Background: an optimization exercise with open tools, aiming at small area. Do not read the settings as production practice.
RTL that was checked went through simulation tests only; none was proved equivalent to the original.
No functional check of the RTL was part of run 2.
Power and IR drop assume default switching activity.

===== design/flow/design.v =====
package cracker_pkg;
  localparam int NUM_LANES   = 4;
  localparam int PW_DIGITS   = 8;
  localparam int TIME_DIGITS = 10;
  localparam int HASH_BITS   = 128;
  localparam logic [2:0] S_IDLE       = 3'd0;
  localparam logic [2:0] S_HASH_RESET = 3'd1;
  localparam logic [2:0] S_LOAD       = 3'd2;
  localparam logic [2:0] S_HASH_WAIT  = 3'd3;
  localparam logic [2:0] S_COMPARE    = 3'd4;
  localparam logic [2:0] S_FOUND      = 3'd5;
  function automatic logic [3:0] bcd_toggle(input logic [3:0] d, input logic en);
    bcd_toggle[0] = en;
    bcd_toggle[1] = en & d[0] & ~d[3];
    bcd_toggle[2] = en & d[0] & d[1];
    bcd_toggle[3] = en & d[0] & (d[3] | (d[2] & d[1]));
  endfunction
  function automatic logic [3:0] bcd_add5(input logic [3:0] d);
    bcd_add5[0] = (~d[0]);
    bcd_add5[1] = (~d[0] & d[3]) | (d[0] & d[1] & d[2]) | (~d[0] & d[1] & ~d[2]) | (d[0] & ~d[1] & ~d[2] & ~d[3]);
    bcd_add5[2] = (~d[1] & ~d[2] & ~d[3]) | (d[0] & d[3]) | (~d[0] & ~d[2] & ~d[3]);
    bcd_add5[3] = (d[0] & d[1] & ~d[2]) | (~d[0] & ~d[1] & d[2]);
  endfunction
  function automatic logic [3:0] bcd_add2c(input logic [3:0] d, input logic c);
    bcd_add2c[0] = (~d[0] & c) | (d[0] & ~c);
    bcd_add2c[1] = (~d[0] & ~d[1] & ~d[3]) | (~d[1] & ~d[3] & ~c) | (d[0] & d[3] & c) | (d[0] & d[1] & ~d[2] & c);
    bcd_add2c[2] = (d[1] & ~d[2]) | (~d[0] & ~d[1] & d[2]) | (~d[1] & d[2] & ~c) | (d[0] & ~d[2] & ~d[3] & c);
    bcd_add2c[3] = (~d[0] & d[1] & d[2]) | (d[1] & d[2] & ~c) | (d[0] & ~d[1] & d[2] & c);
  endfunction
  function automatic logic [3:0] bcd_add7c(input logic [3:0] d, input logic c);
    bcd_add7c[0] = (~d[0] & ~c) | (d[0] & c);
    bcd_add7c[1] = (d[3] & c) | (d[0] & ~d[1] & d[2]) | (d[0] & d[3]) | (~d[1] & d[2] & c) | (~d[0] & d[1] & d[2] & ~c) | (~d[0] & ~d[1] & ~d[2] & ~d[3] & ~c);
    bcd_add7c[2] = (d[3]) | (d[1] & d[2] & c) | (d[0] & d[1] & d[2]) | (~d[0] & ~d[1] & ~d[2] & ~c);
    bcd_add7c[3] = (d[0] & ~d[1] & ~d[2] & ~d[3]) | (~d[0] & d[1] & ~d[2] & ~c) | (~d[1] & ~d[2] & ~d[3] & c);
  endfunction
  function automatic logic bcd_is9(input logic [3:0] d);
    bcd_is9 = d[0] & d[3];
  endfunction
endpackage
`timescale 1ns/1ps
module crack_ctrl (
  input  logic       clk,
  input  logic       reset_n,
  input  logic       start,
  input  logic       hash_done,
  input  logic       hit,
  output logic [2:0] state,
  output logic       in_compare,
  output logic       in_idle,
  output logic       in_found,
  output logic       hash_reset,
  output logic       hash_start,
  output logic       found
);
  logic       hr;
  logic [2:0] abc;
  logic       st_idle, st_load, st_wait, st_cmp, st_found;
  logic       step, enter_hr, leave_hr, to_idle;
  assign st_idle  = !hr && !abc[2] && !abc[1];
  assign st_load  = !hr &&  abc[1] && !abc[0];
  assign st_wait  = !hr &&  abc[1] &&  abc[0];
  assign st_cmp   = !hr &&  abc[2] && !abc[0];
  assign st_found = !hr &&  abc[2] &&  abc[0];
  assign leave_hr = hr && (abc == 3'd1);
  assign enter_hr = (st_idle && start) || (st_cmp && !hit);
  assign step     = hr || st_load || (st_wait && hash_done) || (st_cmp && hit);
  assign to_idle  = st_found && start;
  always_ff @(posedge clk) begin
    if (!reset_n) begin
      hr  <= 1'b0;
      abc <= 3'd0;
    end else begin
      hr <= enter_hr || (hr && !leave_hr);
      if (step)          abc <= abc + 3'd1;
      else if (enter_hr) abc <= 3'd2;
      else if (to_idle)  abc <= 3'd0;
    end
  end
  assign state      = {!hr && abc[2], !hr && abc[1], hr || abc[0]};
  assign in_idle    = st_idle;
  assign in_compare = st_cmp;
  assign in_found   = st_found;
  assign hash_reset = hr;
  assign hash_start = st_load;
  assign found      = st_found;
endmodule
`timescale 1ns/1ps
module candidate_gen (
  input  logic         clk,
  input  logic         reset_n,
  input  logic         advance,
  output logic [31:0]  digits,      
  output logic [3:0]   d6_odd,      
  output logic [3:0]   d7_l1,
  output logic [3:0]   d7_l2,
  output logic [3:0]   d7_l3,
  output logic [255:0] candidates
);
  logic [7:0] nines;
  always_ff @(posedge clk) begin
    for (int d = 0; d < 8; d++) begin
      if (!reset_n) digits[4*d +: 4] <= 4'd0;
      else          digits[4*d +: 4] <= digits[4*d +: 4] ^ cracker_pkg::bcd_toggle(digits[4*d +: 4], advance & nines[d]);
    end
  end
  always_comb begin
    nines[0] = 1'b1;
    for (int d = 0; d < 7; d++) begin
      nines[d+1] = nines[d] & cracker_pkg::bcd_is9(digits[4*d +: 4]);
    end
  end
  logic c6_hi;
  assign c6_hi  = digits[27] | (digits[26] & (digits[25] | digits[24]));    
  assign d6_odd = cracker_pkg::bcd_add5(digits[27:24]);
  assign d7_l1  = cracker_pkg::bcd_add2c(digits[31:28], c6_hi);
  assign d7_l2  = cracker_pkg::bcd_add5(digits[31:28]);
  assign d7_l3  = cracker_pkg::bcd_add7c(digits[31:28], c6_hi);
  logic [31:0] lane1_bcd, lane2_bcd, lane3_bcd;
  assign lane1_bcd = {d7_l1, d6_odd,        digits[23:0]};
  assign lane2_bcd = {d7_l2, digits[27:24], digits[23:0]};
  assign lane3_bcd = {d7_l3, d6_odd,        digits[23:0]};
  always_comb begin
    for (int d = 0; d < 8; d++) begin
      candidates[      8*d +: 8] = {4'h3, digits[4*d +: 4]};
      candidates[ 64 + 8*d +: 8] = {4'h3, lane1_bcd[4*d +: 4]};
      candidates[128 + 8*d +: 8] = {4'h3, lane2_bcd[4*d +: 4]};
      candidates[192 + 8*d +: 8] = {4'h3, lane3_bcd[4*d +: 4]};
    end
  end
endmodule
`timescale 1ns/1ps
module match_unit (
  input  logic [511:0] hashes,
  input  logic [127:0] target_hash,
  output logic         hit,
  output logic [1:0]   lane      
);
  logic [3:0] eq;
  always_comb begin
    for (int l = 0; l < 4; l++) begin
      eq[l] = (hashes[128*l +: 128] == target_hash);
    end
  end
  assign hit     = |eq;
  assign lane[0] = !eq[0] && (eq[1] || !eq[2]);
  assign lane[1] = !eq[0] && !eq[1];
endmodule
`timescale 1ns/1ps
module result_buffer (
  input  logic        clk,
  input  logic        reset_n,
  input  logic        in_idle,
  input  logic        in_found,
  input  logic        take_result,
  input  logic [1:0]  hit_lane,
  input  logic [31:0] digits,
  input  logic [3:0]  d6_odd,
  input  logic [3:0]  d7_l1,
  input  logic [3:0]  d7_l2,
  input  logic [3:0]  d7_l3,
  output logic [39:0] elapsed,
  output logic [63:0] password
);
  logic [9:0] nines;
  always_comb begin
    nines[0] = 1'b1;
    for (int d = 0; d < 9; d++) begin
      nines[d+1] = nines[d] & cracker_pkg::bcd_is9(elapsed[4*d +: 4]);
    end
  end
  always_ff @(posedge clk) begin
    for (int d = 0; d < 10; d++) begin
      if (!reset_n || in_idle) elapsed[4*d +: 4] <= 4'd0;
      else                     elapsed[4*d +: 4] <= elapsed[4*d +: 4] ^ cracker_pkg::bcd_toggle(elapsed[4*d +: 4], !in_found & nines[d]);
    end
  end
  logic [1:0] lane_q;
  always_ff @(posedge clk) begin
    if (take_result) lane_q <= hit_lane;
  end
  logic [3:0] p7, p6;
  always_comb begin
    case (lane_q)
      2'd0: begin p7 = digits[31:28]; p6 = digits[27:24]; end
      2'd1: begin p7 = d7_l1;         p6 = d6_odd;        end
      2'd2: begin p7 = d7_l2;         p6 = digits[27:24]; end
      default: begin p7 = d7_l3;      p6 = d6_odd;        end
    endcase
  end
  logic [31:0] pw_bcd;
  assign pw_bcd = {p7, p6, digits[23:0]};
  always_comb begin
    for (int d = 0; d < 8; d++) begin
      password[8*d +: 8] = {4'h3, pw_bcd[4*d +: 4]};
    end
  end
endmodule
`timescale 1ns/1ps
module password_cracker (
  input  logic         clk,
  input  logic         reset_n,
  input  logic         start,
  input  logic [127:0] target_hash,
  input  logic         hash_done,
  input  logic [511:0] hashes,
  output logic [255:0] candidates,
  output logic         hash_reset,
  output logic         hash_start,
  output logic         found,
  output logic [63:0]  password,
  output logic [39:0]  elapsed,
  output logic [2:0]   state
);
  logic        hit;
  logic [1:0]  hit_lane;
  logic        in_compare, in_idle, in_found;
  logic [31:0] digits;
  logic [3:0]  d6_odd, d7_l1, d7_l2, d7_l3;
  crack_ctrl ctrl0 (
    .clk        (clk),
    .reset_n    (reset_n),
    .start      (start),
    .hash_done  (hash_done),
    .hit        (hit),
    .state      (state),
    .in_compare (in_compare),
    .in_idle    (in_idle),
    .in_found   (in_found),
    .hash_reset (hash_reset),
    .hash_start (hash_start),
    .found      (found)
  );
  candidate_gen gen0 (
    .clk        (clk),
    .reset_n    (reset_n),
    .advance    (in_compare && !hit),
    .digits     (digits),
    .d6_odd     (d6_odd),
    .d7_l1      (d7_l1),
    .d7_l2      (d7_l2),
    .d7_l3      (d7_l3),
    .candidates (candidates)
  );
  match_unit match0 (
    .hashes      (hashes),
    .target_hash (target_hash),
    .hit         (hit),
    .lane        (hit_lane)
  );
  result_buffer result0 (
    .clk         (clk),
    .reset_n     (reset_n),
    .in_idle     (in_idle),
    .in_found    (in_found),
    .take_result (in_compare && hit),
    .hit_lane    (hit_lane),
    .digits      (digits),
    .d6_odd      (d6_odd),
    .d7_l1       (d7_l1),
    .d7_l2       (d7_l2),
    .d7_l3       (d7_l3),
    .elapsed     (elapsed),
    .password    (password)
  );
endmodule

===== design/flow/flow/pair_ties.tcl =====
# After floorplan: repair_tie_fanout gave every constant load its own conb_1,
# using only one of its two outputs. The constants here drive only output
# ports, so let one conb_1 drive up to TIE_GROUP tie-low nets from LO and up to
# TIE_GROUP tie-high nets from HI (each group merged into one net), and delete
# the conb_1 cells left without a load.
read_db $::env(TIE_ODB)
set group $::env(TIE_GROUP)
set block [ord::get_db_block]
set lo {}
set hi {}
foreach inst [$block getInsts] {
  if { [[$inst getMaster] getName] ne "sky130_fd_sc_hd__conb_1" } { continue }
  set lo_net [[$inst findITerm LO] getNet]
  set hi_net [[$inst findITerm HI] getNet]
  if { $lo_net ne "NULL" && $hi_net eq "NULL" } { lappend lo [list [$lo_net getName] $inst] }
  if { $hi_net ne "NULL" && $lo_net eq "NULL" } { lappend hi [list [$hi_net getName] $inst] }
}
set lo [lsort -dictionary -index 0 $lo]
set hi [lsort -dictionary -index 0 $hi]
puts "pair_ties: [llength $lo] tie-low, [llength $hi] tie-high, groups of $group"

# Move every load of net src onto net dst, then destroy src
proc merge_net { src dst } {
  foreach it [$src getITerms] { $it disconnect; $it connect $dst }
  foreach bt [$src getBTerms] { $bt disconnect; $bt connect $dst }
  odb::dbNet_destroy $src
}

set n [expr {max([llength $lo], [llength $hi])}]
set removed 0
for {set g 0} {$g < $n} {incr g $group} {
  set keep ""
  foreach {list pin} [list $lo LO $hi HI] {
    set dst ""
    foreach item [lrange $list $g [expr {$g + $group - 1}]] {
      set inst [lindex $item 1]
      set it [$inst findITerm $pin]
      set net [$it getNet]
      if { $keep eq "" } { set keep $inst }
      if { $dst eq "" } {
        if { $inst ne $keep } { $it disconnect; [$keep findITerm $pin] connect $net }
        set dst $net
      } else {
        $it disconnect
        merge_net $net $dst
      }
      if { $inst ne $keep } { odb::dbInst_destroy $inst; incr removed }
    }
  }
}
puts "pair_ties: removed $removed conb_1"
write_db $::env(TIE_ODB)

===== design/flow/flow/abc_area.script =====
&get -n
&st
&dc2
&dc2
&dch -f
&nf -R 20
&put

===== design/flow/constraint.sdc =====
create_clock -name core_clock -period 6.0 [get_ports {clk}]
set_input_delay 1.2000 -clock core_clock [delete_from_list [all_inputs] [get_ports {clk}]]
set_output_delay 1.2000 -clock core_clock [all_outputs]
set_load 0.01 [all_outputs]

===== design/flow/standard.sh =====
#!/bin/bash
# synth_recipe.tcl (not shown) runs the flow's synth.tcl, then flattens the netlist and writes it again
# the make line also repeats each setting of config.mk as NAME=value (left out here)
make -C /OpenROAD-flow-scripts/flow DESIGN_CONFIG=/design/flow/config.mk WORK_HOME=/design/flow/orfs CLKGATE_MAP_FILE= SYNTH_SCRIPT=/design/flow/synth_recipe.tcl "${@:-finish}"

===== design/flow/flow/run.sh =====
#!/bin/bash
# The standard ORFS flow (standard.sh) with these changes to how the layout is made:
#  - synthesis maps logic with its own abc script (flow/synth.tcl, flow/abc_area.script: area first
#    within 20% of the best delay), without xor2 cells and without the half/full adder cells (both simulate slowly at gate level);
#    everything else in it is synth_recipe.tcl, so registers and their names are unchanged
#  - after floorplan, one conb_1 tie cell drives all constant outputs (flow/pair_ties.tcl)
#  - ports get the smallest buffer (buf_1)
#  - the clock tree uses mid-size clock buffers and no dummy loads
# make's output goes to standard_*.log; each tool's full log is under orfs/logs/.
set -eo pipefail
W=$PWD
export BUFFER_PORTS_ARGS="-buffer_cell sky130_fd_sc_hd__buf_1"
export CTS_ARGS="-buf_list {sky130_fd_sc_hd__clkbuf_4 sky130_fd_sc_hd__clkbuf_8} -sink_clustering_enable -sink_clustering_size 10 -sink_clustering_max_diameter 60 -dont_use_dummy_load"
export REMOVE_ABC_BUFFERS=1
export FLOW_ABC_SCRIPT=$W/flow/abc_area.script
sed "s#SYNTH_SCRIPT=[^ ]*#SYNTH_SCRIPT=$W/flow/synth.tcl#" standard.sh > own_standard.sh
R=$W/orfs/results/$FLOW_PLATFORM/password_cracker/base
FLOW_ABC_DONT_USE="sky130_fd_sc_hd__xor2_1 sky130_fd_sc_hd__xor2_2 sky130_fd_sc_hd__xor2_4" ADDER_MAP_FILE= \
  bash own_standard.sh $R/2_1_floorplan.odb > standard_floorplan.log 2>&1
TIE_GROUP=80 TIE_ODB=$R/2_1_floorplan.odb openroad -no_init -exit flow/pair_ties.tcl > pair_ties.log 2>&1
bash own_standard.sh > standard.log 2>&1

===== design/flow/config.mk =====
export PLATFORM = sky130hd
export DESIGN_NAME = password_cracker
export DESIGN_NICKNAME = password_cracker
export VERILOG_FILES = /design/flow/design.v
export SDC_FILE = /design/flow/constraint.sdc
export NUM_CORES = 4
export LEC_CHECK = 0
export CAP_MARGIN = 0
export CORE_AREA = 10 10 280 280
export DIE_AREA = 0 0 290 290
export GPL_TIMING_DRIVEN = 0
export PLACE_DENSITY = 0.3
export SLEW_MARGIN = 0

===== design/flow/flow/synth.tcl =====
# The standard flow's synthesis script (synth_recipe.tcl) with one change: the final abc
# mapping uses flow/abc_area.script (area first, within 20% of the best delay)
# instead of the platform's speed script, and leaves out the cells named in FLOW_ABC_DONT_USE
# (xor2: its liberty function simulates slowly at gate level; xnor2 is used
# instead, at the same area). Registers are untouched (abc runs without -dff).
proc synth {args} { yosys synth -nofsm -noshare {*}$args }
proc abc {args} {
  set i [lsearch -exact $args -script]
  if { $i >= 0 } { lset args [expr {$i + 1}] $::env(FLOW_ABC_SCRIPT) }
  foreach c [regexp -all -inline {\S+} [env_var_or_empty FLOW_ABC_DONT_USE]] {
    lappend args -dont_use $c
  }
  yosys abc {*}$args
}
source $::env(SCRIPTS_DIR)/synth.tcl
# left out here: clear keep_hierarchy, flatten, clean up, hide names made inside functions, write 1_2_yosys.v

==> results of run 1 <==
stage by stage:
stage,utilization [%],worst slack [ps],area [um^2],setup TNS (ps)
final,18.67,289.3,13410,0
after global routing,18.64,19.70,13390,0
after CTS,18.59,34.79,13360,0
after detailed placement,18.39,-567.7,13210,-3623
after global placement,18.38,-574.6,13210,-3853
after floorplan,-,1907,9432,0
final timing paths:
path | startpoint | endpoint | slack, ps | depth (start not counted)
setup reg to reg | ctrl0.hr$_SDFF_PN0_ | result0.elapsed[39]$_SDFF_PP0_ | 940 | 16
setup / recovery | target_hash[8] | gen0.digits[29]$_SDFF_PN0_ | 290 | 16
hold reg to reg | result0.elapsed[0]$_SDFF_PP0_ | result0.elapsed[0]$_SDFF_PP0_ | 510 | 2
hold / removal | result0.elapsed[0]$_SDFF_PP0_ | result0.elapsed[0]$_SDFF_PP0_ | 510 | 2
sequential cells by signal (all words and copies together), names as in the netlist:
register	count
gen0.digits	32
ctrl0.hr	1
ctrl0.abc	3
result0.elapsed	40
result0.lane_q	2
cell families (layout without fill, tap and decap cells):
logic type      after synthesis  in the layout  synth area share, %
flops                        78             78                14.62
mux                           5              5               0.8325
buf+inv                     293            887                19.32
simple gates                336            336                17.50
compound gates              113            113                5.897
xor+xnor                    516            516                41.77
other cells                   2             18              0.06941
cell usage in the layout, fill, tap and decap left out, types with 5 or more instances in the layout:
cell	n
and3_1	36
nand4_1	137
a211oi_1	11
xnor2_1	515
nand2b_1	5
buf_1	847
a21oi_1	63
diode_2	17
nor2_1	42
clkinv_1	29
clkbuf_8	9
dfxtp_1	76
o21ai_0	24
nor4_1	29
nand2_1	20
nor3_1	46
critical path: stages:
cell and delay, ps:
buf_1 490, xnor2_1 180, nand4_1 580, nor4_2 930, nand4_1 150, nor2_1 230, nor4_2 130, and3_1 290
and4_1 270, and4_1 290, and3_1 320, and4_1 330, nand4_1 200, nor2_1 80, o21ai_0 180, a21oi_1 60
Yosys cell counts:
cell type,n
a211oi_1,11
o31a_1,1
o22ai_1,1
mux2_1,2
buf_4,264
nand4_1,137
nand3_1,4
nor4_1,33
o21a_1,3
o211a_1,1
a311oi_1,1
edfxtp_1,2
a22oi_1,3
nand2_1,20
and3_1,36
clkinv_1,29
or2_0,1
and2_0,2
nor3b_1,1
conb_1,2
o211ai_1,1
or3_1,1
dfxtp_1,76
a21oi_1,63
o221a_1,1
a21o_1,1
xnor2_1,516
o31ai_1,2
nor2_1,42
nor3_1,46
and4_1,3
nor2b_1,4
mux4_2,3
o21ai_0,24
nand2b_1,6
power groups by stage:
stage | combinational (mW) | clock, mW | sequential (mW)
floorplan | 0.454 | 0 | 0.564
global placement | 0.940 | 0 | 0.566
detailed placement | 0.943 | 0 | 0.566
CTS | 0.948 | 0.343 | 0.554
global route | 1.01 | 0.362 | 0.557
finish | 0.929 | 0.328 | 0.554
what timing repair did:
action / CTS / global route
hold endpoints to repair: 0 / 0
setup endpoints to repair: 3 / 5
resized for setup: 3 / 5
layout make-up:
type                       count  area [um^2]
fill                        8421        58440
multi-input combinational    971         7179
timing repair buffer         849         3189
sequential                    78         1582
tap                          950         1189
clock buffer                   9        123.9
inverter                      29        108.9
antenna                       17        42.54
per-layer routing:
metal  wire (um)  part of all wire [%]  global-route usage [%]  up-vias
met2       48230                    51                   39.22      638
met5         254                  0.27                       0        -
li1            -                     -                       -     5575
met4        1891                   2.0                   3.859       40
met1       36570                    38                   23.85     5906
met3        8364                   8.8                   7.398      130
==> impl_metrics.toml, run 1 <==
[yosys]
yosys.area.top_type = "xnor2_1"
synth_cell_type_count = 35
ys_warn_count = 4
syn_avg_cell_area_um2 = 8.057
ys_seq_area_share_pct = 14.62
synthesis.area_mm2 = 0.01082
yosys-top-cells-area = "xnor2_1, buf_4, dfxtp_1"
synth_seq_cells = 78
netlist_instances = 1343
synth_top_area_share_pct = 41.77

[detailed_routing]
antenna_left = 0
wl_um = 95310
remaining_drc_errors = 0
vias = 12290
routedWlPerCell_um = 32.83
drt_iter0_markers = 644
vias_per_cell = 4.233
first_pass_iters = 5

[power_and_ir_drop]
finalPower_mw = 1.811
pwr-share-clk_pct = 18.1
seqPwrFrac_pct = 30.6
leakage_nw = 3.443
ir_drop_uv = 70.76
switching_share_pct = 42.87
p_int_mw = 1.035
comb_power_share_pct = 51.3
powerDensity_mw_per_mm2 = 135.0
power.switching_mw = 0.7764

[place]
place_inst = 2877
routabilityCongestion = 0.9534
place_hpwl_um = 89670
numPortBuffers = 849

[timing]
rsz0062_at_grt = "no"
fin_crit_ps = 5711
finClkSkew_ps = 34.91
worst_pin_slew_ps = 1202
finalSetupViolations = 0
fin_crit_sh_pct = 95.18
timing.hold.ws_ps = 513.4
timing.final.max_slew_violations = 0
max-slew-margin-rel_pct = 19.10
hold_viol = 0
fmax_mhz = 175.1

[layout]
drive_above_1_share_pct = 1.033
synthToLayoutAreaGrowth_pct = 23.97
nets = 2583
final_cells = 2903

[worst_setup_path]
cp-start-kind = "input pin"
end_kind = "flop"
cp.arrival_ps = 5960
crit_type = "input pin to flop"
critPathMaxFanout = 9
worstPathRequired_ps = 6250

[clock_network]
holdBufCountCts = 0
clk_path_buf_depth = 2
tritoncts = "built"
clk_pin_slew_worst_paths_ps = 80
clk_latency_ps = 390
cts_setup_buffers = 0
cts_buffers = 9
root_buffer = "clkbuf_8"
cts.sink_count = 78
htreeDepth = 3

[floorplan]
die_y_um = 290
num_rows = 98
start_util_pct = 15.06
die_w_um = 290
fp.coreArea_mm2 = 0.07185
dieArea_mm2 = 0.08410
io_pins = 1010

[global_routing]
antenna_found_initial = 71
grt_max_degree = 81
grt_pass1_wl_um = 123600
grt_usage_pct = 21.49
grt-ovfl-total = 0
grt_pass1_vias = 13110

[status]
status = "finished clean"

[run]
maxCapViolations = 0

[hold_path]
hp-class = "flop to flop"
==> run 2, diff against run 1 <==
--- a/design/flow/design.v
+++ b/design/flow/design.v
@@ -44,7 +44,9 @@
   input  logic       start,
   input  logic       hash_done,
   input  logic       hit,
+  input  logic [1:0] hit_lane,
   output logic [2:0] state,
+  output logic [1:0] found_lane,
   output logic       in_compare,
   output logic       in_idle,
   output logic       in_found,
@@ -55,28 +57,31 @@
   logic       hr;
   logic [2:0] abc;
   logic       st_idle, st_load, st_wait, st_cmp, st_found;
-  logic       step, enter_hr, leave_hr, to_idle;
-  assign st_idle  = !hr && !abc[2] && !abc[1];
-  assign st_load  = !hr &&  abc[1] && !abc[0];
-  assign st_wait  = !hr &&  abc[1] &&  abc[0];
-  assign st_cmp   = !hr &&  abc[2] && !abc[0];
-  assign st_found = !hr &&  abc[2] &&  abc[0];
-  assign leave_hr = hr && (abc == 3'd1);
-  assign enter_hr = (st_idle && start) || (st_cmp && !hit);
-  assign step     = hr || st_load || (st_wait && hash_done) || (st_cmp && hit);
-  assign to_idle  = st_found && start;
+  logic       step, leave_hr;
+  assign st_idle  = !hr && !abc[2] && !abc[1] && !abc[0];
+  assign st_load  = !hr && !abc[2] && !abc[1] &&  abc[0];
+  assign st_wait  = !hr && !abc[2] &&  abc[1] && !abc[0];
+  assign st_cmp   = !hr && !abc[2] &&  abc[1] &&  abc[0];
+  assign st_found = !hr &&  abc[2];
+  assign leave_hr = hr && (abc == 3'd0);
+  assign step     = hr || st_load || (st_wait && hash_done);
   always_ff @(posedge clk) begin
     if (!reset_n) begin
       hr  <= 1'b0;
       abc <= 3'd0;
     end else begin
-      hr <= enter_hr || (hr && !leave_hr);
-      if (step)          abc <= abc + 3'd1;
-      else if (enter_hr) abc <= 3'd2;
-      else if (to_idle)  abc <= 3'd0;
-    end
-  end
-  assign state      = {!hr && abc[2], !hr && abc[1], hr || abc[0]};
+      hr <= (st_idle && start) || (st_cmp && !hit) || (hr && !leave_hr);
+      if (step)                     abc <= abc + 3'd1;
+      else if (st_idle && start)    abc <= 3'd1;
+      else if (st_cmp && !hit)      abc <= 3'd1;
+      else if (st_cmp)              abc <= {1'b1, hit_lane};
+      else if (st_found && start)   abc <= 3'd0;
+    end
+  end
+  assign state      = {!hr && (abc[2] || (abc[1] && abc[0])),
+                       !hr && !abc[2] && (abc[1] != abc[0]),
+                       hr || abc[2] || (abc[1] && !abc[0])};
+  assign found_lane = abc[1:0];
   assign in_idle    = st_idle;
   assign in_compare = st_cmp;
   assign in_found   = st_found;
@@ -151,8 +156,7 @@
   input  logic        reset_n,
   input  logic        in_idle,
   input  logic        in_found,
-  input  logic        take_result,
-  input  logic [1:0]  hit_lane,
+  input  logic [1:0]  found_lane,
   input  logic [31:0] digits,
   input  logic [3:0]  d6_odd,
   input  logic [3:0]  d7_l1,
@@ -174,13 +178,9 @@
       else                     elapsed[4*d +: 4] <= elapsed[4*d +: 4] ^ cracker_pkg::bcd_toggle(elapsed[4*d +: 4], !in_found & nines[d]);
     end
   end
-  logic [1:0] lane_q;
-  always_ff @(posedge clk) begin
-    if (take_result) lane_q <= hit_lane;
-  end
   logic [3:0] p7, p6;
   always_comb begin
-    case (lane_q)
+    case (found_lane)
       2'd0: begin p7 = digits[31:28]; p6 = digits[27:24]; end
       2'd1: begin p7 = d7_l1;         p6 = d6_odd;        end
       2'd2: begin p7 = d7_l2;         p6 = digits[27:24]; end
@@ -212,7 +212,7 @@
   output logic [2:0]   state
 );
   logic        hit;
-  logic [1:0]  hit_lane;
+  logic [1:0]  hit_lane, found_lane;
   logic        in_compare, in_idle, in_found;
   logic [31:0] digits;
   logic [3:0]  d6_odd, d7_l1, d7_l2, d7_l3;
@@ -222,7 +222,9 @@
     .start      (start),
     .hash_done  (hash_done),
     .hit        (hit),
+    .hit_lane   (hit_lane),
     .state      (state),
+    .found_lane (found_lane),
     .in_compare (in_compare),
     .in_idle    (in_idle),
     .in_found   (in_found),
@@ -252,8 +254,7 @@
     .reset_n     (reset_n),
     .in_idle     (in_idle),
     .in_found    (in_found),
-    .take_result (in_compare && hit),
-    .hit_lane    (hit_lane),
+    .found_lane  (found_lane),
     .digits      (digits),
     .d6_odd      (d6_odd),
     .d7_l1       (d7_l1),
--- a/design/flow/flow/run.sh
+++ b/design/flow/flow/run.sh
@@ -1,7 +1,7 @@
 #!/bin/bash
 # The standard ORFS flow (standard.sh) with these changes to how the layout is made:
-#  - synthesis maps logic with its own abc script (flow/synth.tcl, flow/abc_area.script: area first
-#    within 20% of the best delay), without xor2 cells and without the half/full adder cells (both simulate slowly at gate level);
+#  - synthesis maps logic with an area-oriented abc script (flow/synth.tcl, flow/abc_area.script),
+#    without xor2 cells and without the half/full adder cells (both simulate slowly at gate level);
 #    everything else in it is synth_recipe.tcl, so registers and their names are unchanged
 #  - after floorplan, one conb_1 tie cell drives all constant outputs (flow/pair_ties.tcl)
 #  - ports get the smallest buffer (buf_1)
--- a/design/flow/flow/synth.tcl
+++ b/design/flow/flow/synth.tcl
@@ -1,6 +1,6 @@
 # The standard flow's synthesis script (synth_recipe.tcl) with one change: the final abc
-# mapping uses flow/abc_area.script (area first, within 20% of the best delay)
-# instead of the platform's speed script, and leaves out the cells named in FLOW_ABC_DONT_USE
+# mapping uses flow/abc_area.script, an area-oriented script, instead of the
+# platform's speed script, and leaves out the cells named in FLOW_ABC_DONT_USE
 # (xor2: its liberty function simulates slowly at gate level; xnor2 is used
 # instead, at the same area). Registers are untouched (abc runs without -dff).
 proc synth {args} { yosys synth -nofsm -noshare {*}$args }
--- a/design/flow/config.mk
+++ b/design/flow/config.mk
@@ -9,5 +9,4 @@
 export CORE_AREA = 10 10 280 280
 export DIE_AREA = 0 0 290 290
 export GPL_TIMING_DRIVEN = 0
-export PLACE_DENSITY = 0.3
 export SLEW_MARGIN = 0
==> impl_metrics.toml, run 2 <==
[status]
status = "finished clean"

[yosys]
synth_seq_cells = 76
syn_avg_cell_area_um2 = 7.810
synth-async-reset-ratio_pct = 0
ys_warn_count = 4
yosys.area.top_type = "xnor2_1"
yosysMostFrequentCell = "xnor2_1"
ys.flop_type = "dfxtp_1"
synthesis.area_mm2 = 0.01094
synth-edff-count = 0
netlist_instances = 1401
synth_cell_type_count = 40
yosys-top-cells-area = "xnor2_1, buf_4, dfxtp_1"
synth_top_area_share_pct = 39.30
synth_commonest_cells = "xnor2_1, buf_4, nand4_1"
ys_seq_area_share_pct = 13.91

[clock_network]
tritoncts = "built"
cts.sink_count = 76
clk_path_buf_depth = 2
htreeDepth = 3
root_buffer = "clkbuf_8"
clk_pin_slew_worst_paths_ps = 70
clk_latency_ps = 360
cts_buffers = 9
holdBufCountCts = 0

[timing]
hold_viol = 0
rsz0062_at_grt = "no"
finalSetupViolations = 0
max-slew-margin-rel_pct = 19.16
fin_ws_ps = 194.0
fin_crit_ps = 5806
worst_pin_slew_ps = 1213
timing.hold.ws_ps = 503.6
fin_crit_sh_pct = 96.77
fmax_mhz = 172.2
timing.final.max_slew_violations = 0
finClkSkew_ps = 29.49
finalSetupTns_ps = 0

[detailed_routing]
antenna_left = 0
vias = 13450
wl_um = 112500
drt_iter0_markers = 1061
vias_per_cell = 4.499
routedWlPerCell_um = 37.63
remaining_drc_errors = 0
first_pass_iters = 5

[layout]
nets = 2644
final_common_cell = "buf_1"
fillers = 8441
regArea_mm2 = 0.001521
drive_above_1_share_pct = 0.9514
layout_common_cells = "buf_1, xnor2_1, nand4_1"
largest_register_ffs = 40
largestRegisters = "result0.elapsed x40, gen0.digits x32, ctrl0.abc x3"
top_register = "result0.elapsed"
synthToLayoutAreaGrowth_pct = 25.04
multiInputGateArea_mm2 = 0.007297

[power_and_ir_drop]
ir_drop_uv = 160.1
leakage_nw = 3.580
powerDensity_mw_per_mm2 = 147.7

[global_routing]
grt-ovfl-total = 0
grt_pass1_wl_um = 139800
grt_usage_pct = 25.22
grt_pass1_vias = 13360
antenna_found_initial = 135
grt_max_degree = 81

[worst_setup_path]
cp.arrival_ps = 6020
path_depth = 15
crit_slowest_cell = "or4_1"
r2r_start = "ctrl0.hr$_SDFF_PN0_"
worstSetupStartpoint = "target_hash[48]"
crit_family = "simple AND/OR/NAND/NOR gates"
rrSetupSlack_ps = 1430
worstPathRequired_ps = 6220
cp-start-kind = "input pin"
critPathMaxFanout = 8
end_kind = "flop"
crit_type = "input pin to flop"
cp_slowest_stage_delay_ps = 840
reg2regPathDepth = 14
crit_buf_inv = 3
r2r_end = "result0.elapsed[39]$_SDFF_PP0_"
path_cells = "clkdlybuf4s15_1 > xnor2_1 > nand4_1 > or4_1 > nor4_4 > clkinv_1 > nand4_1 > nor4_2 > buf_4 > nand3_1 > nor4_4 > nand3_1 > nor2_1 > a41oi_1 > nor3_1"

[hold_path]
worstHoldEndpoint = "result0.elapsed[39]$_SDFF_PP0_"
hold_depth = 1
hp-class = "flop to flop"
worstHoldStart = "result0.elapsed[39]$_SDFF_PP0_"

[floorplan]
fp.coreArea_mm2 = 0.07185
die_w_um = 290
dieArea_mm2 = 0.08410
die_y_um = 290
io_pins = 1010
start_util_pct = 15.23
num_rows = 98

[place]
place_hpwl_um = 102600
routabilityCongestion = 1.004
numPortBuffers = 849
dpl_worst_slack_ps = -967.5

[run]
maxCapViolations = 0
run 2: logic make-up (layout without fill, tap and decap cells):
family / count (synthesis) / in the layout / synth area share [%]
AND/OR/NAND/NOR: 367 / 367 / 18.26
XOR/XNOR: 491 / 491 / 39.30
other: 2 / 43 / 0.06864
flip-flops: 76 / 76 / 13.91
buffers and inverters: 318 / 915 / 19.97
multiplexers: 3 / 3 / 0.3087
AO/OA/AOI/OAI: 144 / 144 / 8.188
run 2: cell type report:
class,instances,area share [%]
Sequential cell,76,11.12
Tap cell,950,8.688
Antenna cell,42,0.7682
Timing Repair Buffer,852,23.70
Inverter,54,1.481
Multi-Input combinational cell,1006,53.33
Clock buffer,9,0.9053
run 2: worst max-delay path by stage:
stage | end | slack (ps)
finish | gen0.digits[31]$_SDFF_PN0_ | 190
floorplan | gen0.digits[31]$_SDFF_PN0_ | 1550
detailed placement | gen0.digits[31]$_SDFF_PN0_ | -970
global route | gen0.digits[31]$_SDFF_PN0_ | 20
CTS | gen0.digits[31]$_SDFF_PN0_ | 40
global placement | gen0.digits[31]$_SDFF_PN0_ | -2210
run 2: what timing repair did:
item	in CTS	in global routing
gates cloned	0	0
setup endpoints to repair	15	7
setup buffers	0	0
gates resized for setup	6	4
run 2: layer usage:
metal,wire length [um],GRT usage [%],vias up
met1,39260,26.77,6319
met3,8397,4.795,293
met2,57750,47.17,1020
met5,126,0,-
li1,-,-,5795
met4,6939,11.79,20
run 2: stage by stage:
step / util [%] / power (mW) / std cells / instance area, um^2
after floorplan: - / 1.075 / 1295 / 9553
after CTS: 18.87 / 2.027 / 2947 / 13560
final: 19.04 / 2.021 / 2989 / 13680
after global placement: 18.55 / 1.699 / 2935 / 13330
after detailed placement: 18.64 / 1.717 / 2938 / 13390
after global routing: 18.98 / 2.119 / 2971 / 13640
run 2: power breakdown:
part           total (mW)  internal, mW  switching, mW  leakage [nW]
sequential          0.552         0.519         0.0329         0.613
combinational        1.16         0.410          0.754          2.90
clock               0.305         0.134          0.171        0.0650

==> re-timing with driven ports <==
The results above use ideal ports. As a check the final layouts listed here were re-extracted and re-timed, cells and wires unchanged. Step 1, drivers: a clkbuf_16 drives clk and a buf_2 each remaining input, both assumed. Step 2 adds t to the input delays and takes it off the output delays; t is the mean of the earliest and latest rising clock arrival at the registers after step 1. Input paths then give back, and output paths get back, about the clock's delay inside the block. Three values: no drivers, after step 1, after step 2; two values: the first two.
run	t, ns	setup slack, ns	slew at the worst register clock pin (ns)
run 1	0.419	0.289 / 0.171 / -0.248	0.10 / 0.10
run 2	0.377	0.194 / 0.192 / -0.185	0.08 / 0.08
Met with ideal ports but missed after step 2: setup timing in run 1 and run 2. For run 1, which loses most, drivers alone change the setup slack by -0.118 ns; drivers and shift together by -0.537 ns.
